This design comes from an exercise in tuning for a short achievable clock period and few clock cycles on the open sky130 flow, not from production work.
No functional check of the RTL was part of this run.
No activity file was given, so power comes from the tool's default toggle rates.

==> flow/design.v <==
`timescale 1ns/1ps
`default_nettype none
package icache_pkg;
    localparam int ADDR_W         = 32;
    localparam int DATA_W         = 32;
    localparam int WAY_NUM        = 2;
    localparam int SET_NUM        = 4;
    localparam int INDEX_W        = 2;
    localparam int WORDS_PER_LINE = 4;
    localparam int WORD_SEL_W     = 2;
    localparam int LINE_OFFSET_W  = 4;
    localparam int TAG_W          = ADDR_W - INDEX_W - LINE_OFFSET_W;
    typedef logic [ADDR_W-1:0]     addr_t;
    typedef logic [DATA_W-1:0]     data_t;
    typedef logic [TAG_W-1:0]      tag_t;
    typedef logic [INDEX_W-1:0]    index_t;
    typedef logic [WORD_SEL_W-1:0] word_sel_t;
    typedef logic [WAY_NUM-1:0]    way_mask_t;
    typedef logic [1:0]            resp_t;
    localparam logic [7:0] AR_LEN    = 8'(WORDS_PER_LINE - 1);
    localparam logic [2:0] AR_SIZE   = 3'b010;
    localparam logic [1:0] AR_BURST  = 2'b01;
    localparam resp_t      RESP_OKAY = 2'b00;
    typedef struct packed {
        addr_t      addr;
        logic [7:0] len;
        logic [2:0] size;
        logic [1:0] burst;
    } axi_ar_t;
    typedef struct packed {
        data_t data;
        resp_t resp;
        logic  last;
    } axi_r_t;
endpackage
`default_nettype wire
`timescale 1ns/1ps
`default_nettype none
module icache_ctrl (
    input  wire logic                  clk,
    input  wire logic                  i_rst,
    input  wire icache_pkg::addr_t     i_araddr,
    input  wire logic                  i_arvalid,
    output logic                       o_arready,
    output logic                       o_rvalid,
    output icache_pkg::resp_t          o_rresp,
    input  wire logic                  i_rready,
    input  wire logic                  i_hit,
    output icache_pkg::addr_t          o_req_addr,
    output logic                       o_refill_start,
    output logic                       o_beat_we,
    output icache_pkg::word_sel_t      o_beat_sel,
    output icache_pkg::data_t          o_beat_data,
    output logic                       o_tag_we,
    output icache_pkg::axi_ar_t        o_mem_ar,
    output logic                       o_mem_arvalid,
    input  wire logic                  i_mem_arready,
    input  wire icache_pkg::axi_r_t    i_mem_r,
    input  wire logic                  i_mem_rvalid,
    output logic                       o_mem_rready
);
    typedef enum logic [2:0] {
        ST_IDLE,
        ST_LOOKUP,
        ST_MEM_ADDR,
        ST_MEM_DATA,
        ST_RESPOND
    } state_t;
    state_t    state_q;
    state_t    state_d;
    icache_pkg::addr_t     req_addr_q;
    icache_pkg::resp_t     resp_q;
    icache_pkg::word_sel_t beat_cnt_q;
    logic req_accept;
    logic ar_done;
    logic beat_take;
    logic last_beat;
    assign req_accept = i_arvalid & o_arready;
    assign ar_done    = o_mem_arvalid & i_mem_arready;
    assign beat_take  = i_mem_rvalid & o_mem_rready;
    assign last_beat  = beat_take & i_mem_r.last;
    always_ff @(posedge clk) begin
        if (i_rst) begin
            state_q <= ST_IDLE;
        end else begin
            state_q <= state_d;
        end
    end
    always_comb begin
        state_d = state_q;
        case (state_q)
            ST_IDLE:     if (req_accept) state_d = ST_LOOKUP;
            ST_LOOKUP:   state_d = i_hit ? ST_RESPOND : ST_MEM_ADDR;
            ST_MEM_ADDR: if (ar_done) state_d = ST_MEM_DATA;
            ST_MEM_DATA: if (last_beat) state_d = ST_LOOKUP;
            ST_RESPOND:  if (i_rready) state_d = ST_IDLE;
            default:     state_d = ST_IDLE;
        endcase
    end
    always_ff @(posedge clk) begin
        if (req_accept) begin
            req_addr_q <= i_araddr;
        end
    end
    always_ff @(posedge clk) begin
        if (i_rst) begin
            resp_q     <= icache_pkg::RESP_OKAY;
            beat_cnt_q <= '0;
        end else begin
            if (req_accept) begin
                resp_q <= icache_pkg::RESP_OKAY;
            end else if (last_beat) begin
                resp_q <= i_mem_r.resp;
            end
            if (ar_done) begin
                beat_cnt_q <= '0;
            end else if (beat_take) begin
                beat_cnt_q <= beat_cnt_q + 1'b1;
            end
        end
    end
    assign o_arready      = (state_q == ST_IDLE);
    assign o_rvalid       = (state_q == ST_RESPOND);
    assign o_rresp        = resp_q;
    assign o_req_addr     = req_addr_q;
    assign o_refill_start = (state_q == ST_LOOKUP) & ~i_hit;
    assign o_beat_we   = beat_take;
    assign o_beat_sel  = beat_cnt_q;
    assign o_beat_data = i_mem_r.data;
    assign o_tag_we    = last_beat;
    always_comb begin
        o_mem_ar.addr  = {req_addr_q[icache_pkg::ADDR_W-1:icache_pkg::LINE_OFFSET_W], {icache_pkg::LINE_OFFSET_W{1'b0}}};
        o_mem_ar.len   = icache_pkg::AR_LEN;
        o_mem_ar.size  = icache_pkg::AR_SIZE;
        o_mem_ar.burst = icache_pkg::AR_BURST;
    end
    assign o_mem_arvalid = (state_q == ST_MEM_ADDR);
    assign o_mem_rready  = (state_q == ST_MEM_DATA);
endmodule
`default_nettype wire
`timescale 1ns/1ps
`default_nettype none
module icache_way (
    input  wire logic                  clk,
    input  wire logic                  i_rst,
    input  wire icache_pkg::addr_t     i_addr,
    input  wire logic                  i_fill_sel,
    input  wire logic                  i_beat_we,
    input  wire icache_pkg::word_sel_t i_beat_sel,
    input  wire icache_pkg::data_t     i_beat_data,
    input  wire logic                  i_tag_we,
    output logic                       o_valid,
    output logic                       o_hit,
    output icache_pkg::data_t          o_rdata
);
    logic [icache_pkg::SET_NUM-1:0] valid_q;
    icache_pkg::tag_t               tag_mem [icache_pkg::SET_NUM];
    icache_pkg::data_t              data_mem [icache_pkg::SET_NUM*icache_pkg::WORDS_PER_LINE];
    icache_pkg::data_t              rdata_q;
    icache_pkg::tag_t      addr_tag;
    icache_pkg::index_t    addr_index;
    icache_pkg::word_sel_t addr_word;
    logic [icache_pkg::INDEX_W+icache_pkg::WORD_SEL_W-1:0] rd_ptr;
    logic [icache_pkg::INDEX_W+icache_pkg::WORD_SEL_W-1:0] wr_ptr;
    assign addr_tag   = i_addr[icache_pkg::ADDR_W-1 -: icache_pkg::TAG_W];
    assign addr_index = i_addr[icache_pkg::LINE_OFFSET_W +: icache_pkg::INDEX_W];
    assign addr_word  = i_addr[icache_pkg::LINE_OFFSET_W-1 -: icache_pkg::WORD_SEL_W];
    assign rd_ptr = {addr_index, addr_word};
    assign wr_ptr = {addr_index, i_beat_sel};
    always_ff @(posedge clk) begin
        if (i_rst) begin
            valid_q <= '0;
        end else if (i_tag_we && i_fill_sel) begin
            valid_q[addr_index] <= 1'b1;
        end
    end
    always_ff @(posedge clk) begin
        if (i_tag_we && i_fill_sel) begin
            tag_mem[addr_index] <= addr_tag;
        end
    end
    always_ff @(posedge clk) begin
        if (i_beat_we && i_fill_sel) begin
            data_mem[wr_ptr] <= i_beat_data;
        end
        rdata_q <= data_mem[rd_ptr];
    end
    assign o_valid = valid_q[addr_index];
    assign o_hit   = o_valid && (tag_mem[addr_index] == addr_tag);
    assign o_rdata = rdata_q;
endmodule
`default_nettype wire
`timescale 1ns/1ps
`default_nettype none
module icache_replace (
    input  wire logic                  clk,
    input  wire logic                  i_rst,
    input  wire icache_pkg::way_mask_t i_set_valid,
    input  wire logic                  i_refill_start,
    output icache_pkg::way_mask_t      o_victim
);
    logic [7:0] lfsr_q;
    icache_pkg::way_mask_t  free_mask;
    icache_pkg::way_mask_t  rand_mask;
    icache_pkg::way_mask_t  victim_q;
    logic       found;
    always_ff @(posedge clk) begin
        if (i_rst) begin
            lfsr_q <= 8'd1;
        end else if (i_refill_start) begin
            lfsr_q <= {lfsr_q[6], lfsr_q[5] ^ lfsr_q[7], lfsr_q[4] ^ lfsr_q[7],
                       lfsr_q[3] ^ lfsr_q[7], lfsr_q[2:0], lfsr_q[7]};
        end
    end
    always_comb begin
        free_mask = '0;
        found     = 1'b0;
        for (int w = 0; w < icache_pkg::WAY_NUM; w++) begin
            if (!i_set_valid[w] && !found) begin
                free_mask[w] = 1'b1;
                found        = 1'b1;
            end
        end
    end
    assign rand_mask = icache_pkg::way_mask_t'(1) << lfsr_q[0];
    always_ff @(posedge clk) begin
        if (i_rst) begin
            victim_q <= '0;
        end else if (i_refill_start) begin
            victim_q <= found ? free_mask : rand_mask;
        end
    end
    assign o_victim = victim_q;
endmodule
`default_nettype wire
`timescale 1ns/1ps
`default_nettype none
module icache_top (
    input  wire logic                  clk,
    input  wire logic                  i_rst,
    input  wire logic [31:0]           i_araddr,
    input  wire logic                  i_arvalid,
    output logic                       o_arready,
    output logic [31:0]                o_rdata,
    output logic [1:0]                 o_rresp,
    output logic                       o_rvalid,
    input  wire logic                  i_rready,
    output logic [31:0]                o_mem_araddr,
    output logic [7:0]                 o_mem_arlen,
    output logic [2:0]                 o_mem_arsize,
    output logic [1:0]                 o_mem_arburst,
    output logic                       o_mem_arvalid,
    input  wire logic                  i_mem_arready,
    input  wire logic [31:0]           i_mem_rdata,
    input  wire logic [1:0]            i_mem_rresp,
    input  wire logic                  i_mem_rlast,
    input  wire logic                  i_mem_rvalid,
    output logic                       o_mem_rready
);
    icache_pkg::axi_ar_t   mem_ar;
    icache_pkg::axi_r_t    mem_r;
    icache_pkg::addr_t     req_addr;
    logic      hit_any;
    logic      refill_start;
    logic      beat_we;
    icache_pkg::word_sel_t beat_sel;
    icache_pkg::data_t     beat_data;
    logic      tag_we;
    icache_pkg::way_mask_t way_hit;
    icache_pkg::way_mask_t way_valid;
    icache_pkg::way_mask_t victim;
    icache_pkg::data_t     way_rdata [icache_pkg::WAY_NUM];
    icache_ctrl ctrl_i (
        .clk            (clk),
        .i_rst          (i_rst),
        .i_araddr       (i_araddr),
        .i_arvalid      (i_arvalid),
        .o_arready      (o_arready),
        .o_rvalid       (o_rvalid),
        .o_rresp        (o_rresp),
        .i_rready       (i_rready),
        .i_hit          (hit_any),
        .o_req_addr     (req_addr),
        .o_refill_start (refill_start),
        .o_beat_we      (beat_we),
        .o_beat_sel     (beat_sel),
        .o_beat_data    (beat_data),
        .o_tag_we       (tag_we),
        .o_mem_ar       (mem_ar),
        .o_mem_arvalid  (o_mem_arvalid),
        .i_mem_arready  (i_mem_arready),
        .i_mem_r        (mem_r),
        .i_mem_rvalid   (i_mem_rvalid),
        .o_mem_rready   (o_mem_rready)
    );
    for (genvar g = 0; g < icache_pkg::WAY_NUM; g++) begin : gen_way
        icache_way way_i (
            .clk         (clk),
            .i_rst       (i_rst),
            .i_addr      (req_addr),
            .i_fill_sel  (victim[g]),
            .i_beat_we   (beat_we),
            .i_beat_sel  (beat_sel),
            .i_beat_data (beat_data),
            .i_tag_we    (tag_we),
            .o_valid     (way_valid[g]),
            .o_hit       (way_hit[g]),
            .o_rdata     (way_rdata[g])
        );
    end
    icache_replace replace_i (
        .clk            (clk),
        .i_rst          (i_rst),
        .i_set_valid    (way_valid),
        .i_refill_start (refill_start),
        .o_victim       (victim)
    );
    assign o_mem_araddr  = mem_ar.addr;
    assign o_mem_arlen   = mem_ar.len;
    assign o_mem_arsize  = mem_ar.size;
    assign o_mem_arburst = mem_ar.burst;
    assign mem_r         = {i_mem_rdata, i_mem_rresp, i_mem_rlast};
    assign hit_any = |way_hit;
    always_comb begin
        o_rdata = '0;
        for (int w = 0; w < icache_pkg::WAY_NUM; w++) begin
            o_rdata = o_rdata | (way_rdata[w] & {icache_pkg::DATA_W{way_hit[w]}});
        end
    end
endmodule
`default_nettype wire
==> flow/run.sh <==
#!/bin/bash
# synth_recipe.tcl (not shown) runs the flow's synth.tcl, then flattens the netlist and writes it again
# the make line also repeats each setting of config.mk as NAME=value (left out here)
make -C /OpenROAD-flow-scripts/flow DESIGN_CONFIG=/design/flow/config.mk WORK_HOME=/design/flow/orfs CLKGATE_MAP_FILE= SYNTH_SCRIPT=/design/flow/synth_recipe.tcl finish
==> flow/config.mk <==
export PLATFORM = sky130hd
export DESIGN_NAME = icache_top
export DESIGN_NICKNAME = icache_top
export VERILOG_FILES = /design/flow/design.v
export SDC_FILE = /design/flow/constraint.sdc
export NUM_CORES = 4
export LEC_CHECK = 0
export CAP_MARGIN = 20
export CORE_MARGIN = 2
export CORE_UTILIZATION = 40
export SLEW_MARGIN = 20
==> flow/constraint.sdc <==
create_clock -name core_clock -period 5.5 [get_ports {clk}]
set_input_delay 1.1000 -clock core_clock [delete_from_list [all_inputs] [get_ports {clk}]]
set_output_delay 1.1000 -clock core_clock [all_outputs]
set_load 0.01 [all_outputs]
==> flow_metrics.py <==
metrics = {
    "sta": {
        "grt_setup_unrepaired": "false",
        "layout_setup_ws_ns": 0.161,
        "max_slew_margin_pct": 21.1,
        "slew_viol_final": 0,
        "hold_viol_final": 0,
        "fmax_mhz": 187,
        "clock_skew_ns": 0.0519,
        "fin_crit_ns": 5.34,
        "whs_ns": 0.473,
        "fin_crit_sh_pct": 97.1,
        "setup_viol": 0,
        "setup_tns_ns": 0,
        "max_slew.worst_pin.slew_ns": 1.18,
    },
    "flow_run": {
        "max-cap-violations": 0,
    },
    "clock_tree": {
        "clkTransAtPathRegs_ns": 0.06,
        "cts_made_buffers": 141,
        "cts_root_buf": "clkbuf_16",
        "insertion_delay_ns": 0.77,
        "cts_tree": "built",
        "clockBufferDepth": 3,
        "cts_max_level": 4,
        "cts_sinks": 1353,
    },
    "pwr": {
        "p_leak_nw": 18.7,
        "vdd_drop_max_mv": 0.310,
        "total_power_mw": 22.2,
        "power_density_mw_per_mm2": 373,
    },
    "finish": {
        "drive_gt1_share_pct": 28.5,
        "syn_to_final_growth_pct": 16.9,
        "fin_nets": 2499,
        "multiInputGateArea_sq_mm": 0.0107,
        "n_fill_cell": 10100,
        "regArea_sq_mm": 0.0397,
    },
    "placement": {
        "pre_cts_slack_ns": 0.345,
        "detailed_place_hpwl_microns": 62400,
        "gp_congestion": 0.752,
        "portBuffers": 136,
    },
    "synth": {
        "ys_ff_latch": 1353,
        "synth_ff_type": "edfxtp_1",
        "synth_common_cells": "edfxtp_1 (1262), mux4_2 (351), dfxtp_1 (91)",
        "synth_top_family_by_area": "multiplexers",
        "synth_top_area_share_pct": 74.4,
        "async_reset_ff_share_pct": 0,
        "synthSimpleGateAreaFrac_pct": 1.29,
        "synth_edf_count": 1262,
        "avgSynthCellArea_sq_um": 23.4,
        "yosysTopAreaCell": "edfxtp_1",
        "muxShareOfSynthArea_pct": 16.7,
        "synth_warnings": 5,
        "synth_adder_area_share_pct": 0.0983,
        "synth_cell_type_count": 55,
        "synth-compound-area-share_pct": 1.13,
        "synthXorXnorAreaFrac_pct": 1.05,
        "synthCells": 2181,
        "yosysSeqAreaShare_pct": 78.0,
        "synth_area_leaders": "edfxtp_1 (74%), mux4_2 (16%), dfxtp_1 (3.6%)",
        "syn_area_sq_mm": 0.0509,
        "post-synth-top-count-cell": "edfxtp_1",
    },
    "grt": {
        "grtUsageTotal_pct": 17.8,
        "grt_overflow": 0,
        "grt_pass1_wl_microns": 167000,
        "antenna_found_initial": 3,
        "first_global_vias": 24100,
        "grt_max_degree": 166,
    },
    "floorplan": {
        "chipHeight_microns": 361,
        "io_pins": 156,
        "die_area_sq_mm": 0.130,
        "die_width_microns": 361,
        "coreArea_sq_mm": 0.126,
        "rows": 130,
        "initial_utilization_pct": 40.4,
    },
    "routing": {
        "vias_per_cell": 5.49,
        "dr.pass1.iters": 6,
        "drc": 0,
        "ant_nets": 0,
        "drt-initial-drc-count": 2276,
        "route.vias.total": 23000,
        "routed_wl_microns": 116000,
        "wl_per_cell_microns": 27.6,
    },
    "setup_path": {
        "setup.worst_path.end_class": "output pin",
        "required_ns": 4.40,
        "cp-start-kind": "flip-flop",
        "path_class": "reg -> out",
        "worstPathMaxFanout": 28,
        "arrival_ns": 4.24,
    },
    "worst_hold_path": {
        "hp-class": "reg -> reg",
    },
    "outcome": {
        "status": "finished clean",
    },
}
-- cell type report --
cell class                 count  share of cell area (%)
antenna                        1                 0.00420
clock buffer                 195                    6.69
clock inverter                66                    1.26
inverter                       6                  0.0378
multi-input combinational    689                    17.9
sequential                  1353                    66.7
tap                         1650                    3.47
timing repair buffer         231                    3.91
-- power by group --
part | internal, mW | switching [mW] | total [mW] | leakage, nW
Sequential | 11.4 | 0.110 | 11.5 | 12.1
Clock | 5.59 | 3.99 | 9.58 | 2.31
Combinational | 0.580 | 0.587 | 1.17 | 4.30
Total | 17.5 | 4.69 | 22.2 | 18.7
-- flip-flops by register name, indices dropped and copies added, names as in the netlist, named ones only --
register and count:
ctrl_i.beat_cnt_q 2, ctrl_i.req_addr_q 30, ctrl_i.resp_q 2, ctrl_i.state_q 3
gen_way.way_i.data_mem 1024, gen_way.way_i.rdata_q 64, gen_way.way_i.tag_mem 208, gen_way.way_i.valid_q 8
replace_i.lfsr_q 8, replace_i.victim_q 2
-- final timing paths --
check                               from                           endpoint  slack, ns  cells after the start
max                            flip-flop                        o_rdata[31]       0.16                      9
min          gen_way[0].way_i.valid_q[2]        gen_way[0].way_i.valid_q[2]       0.47                      2
max reg2reg         ctrl_i.req_addr_q[5]  gen_way[1].way_i.data_mem[10][16]       1.77                      4
min reg2reg  gen_way[0].way_i.valid_q[2]        gen_way[0].way_i.valid_q[2]       0.47                      2
-- cells in the final DEF (no fill, tap or decap), types with 5 or more instances in the layout --
| master | Yosys | layout |
|---|---|---|
| o21ai_0 | 6 | 6 |
| clkbuf_1 | 53 | 32 |
| clkdlybuf4s50_1 | 0 | 123 |
| bufinv_16 | 0 | 10 |
| inv_1 | 5 | 5 |
| clkinv_1 | 1 | 23 |
| buf_2 | 5 | 13 |
| mux4_1 | 7 | 7 |
| nand2_1 | 22 | 22 |
| nand3_1 | 7 | 7 |
| nor3_1 | 8 | 8 |
| dfxtp_1 | 91 | 89 |
| nor2_2 | 0 | 7 |
| clkbuf_8 | 1 | 19 |
| buf_4 | 54 | 70 |
| nor2_4 | 0 | 33 |
| a211oi_1 | 7 | 7 |
| mux4_2 | 351 | 351 |
| xnor2_1 | 28 | 28 |
| buf_12 | 1 | 22 |
| a22o_1 | 33 | 33 |
| nand2b_1 | 5 | 5 |
| edfxtp_1 | 1262 | 1262 |
| conb_1 | 2 | 17 |
| mux2i_1 | 40 | 40 |
| nor2_1 | 63 | 23 |
| clkbuf_16 | 0 | 145 |
| nand4_1 | 8 | 8 |
| clkinv_2 | 0 | 18 |
| xor2_1 | 33 | 33 |
-- per-stage QoR --
stage	instance area (sq um)	util, %	instances
after detailed placement	54800	43.4	3921
after CTS	59600	47.3	4188
final	59600	47.3	4191
after global routing	59600	47.3	4190
after floorplan	51000	-	2196
after global placement	54800	43.4	3921
-- critical path, stage by stage, from the launching register on --
cell and delay (ns):
dfxtp_4 0.41, buf_16 0.24, mux4_1 0.61, xnor2_1 0.16, nand4_1 0.20, a2111oi_4 0.31
and4_4 0.39, buf_12 0.24, a22o_1 0.29, clkdlybuf4s50_1 0.58
-- metal layers --
layer	up-vias	wire, microns	GRT usage, %
met1	12500	48000	24.0
met2	711	57500	29.3
met4	2	2870	5.65
li1	9645	-	-
met3	179	7120	3.54
met5	-	13	0
-- kinds of logic (layout without fill, tap and decap cells) --
group                    Yosys count  in the layout
multiplexers                     401            401
AND/OR/NAND/NOR                  137            137
other                              2             18
flip-flops                      1353           1353
AO/OA/AOI/OAI                     69             69
adder cells (fa/ha/maj)            4              4
XOR/XNOR                          61             61
buffers and inverters            154            498
-- what timing repair did --
item                                    in CTS  in global routing
buffers inserted                             6                  1
pin swaps                                    1                  0
gates resized for setup                      3                  1
hold endpoints to repair                     0                  0
endpoints found under the setup margin      32                 16
hold buffers                                 0                  0
gates cloned                                 0                  1

## separate check: timing with driven ports
The results above use ideal ports. As a check the final layout listed here was re-extracted and re-timed, cells and wires unchanged. Step 1: set_driving_cell puts a clkbuf_16 on clk and a buf_2 on each other input, an assumption about the parent block. Step 2 adds t to the input delays and takes it off the output delays; t is the mean of the earliest and latest rising clock arrival at the registers after step 1. Input paths then give back, and output paths get back, about the clock's delay inside the block. Slacks: ideal / step 1 / step 2; pairs: ideal / step 1.
shift t [ns]: 0.819
setup WS [ns]: 0.161 / 0.091 / 0.910
worst register clock-pin slew, ns: 0.06 / 0.06
worst slew at a driven data input, ns: 0.11
After both steps this run still meets setup and hold. For this run, drivers alone change the setup slack by -0.070 ns; drivers and shift together by +0.749 ns.
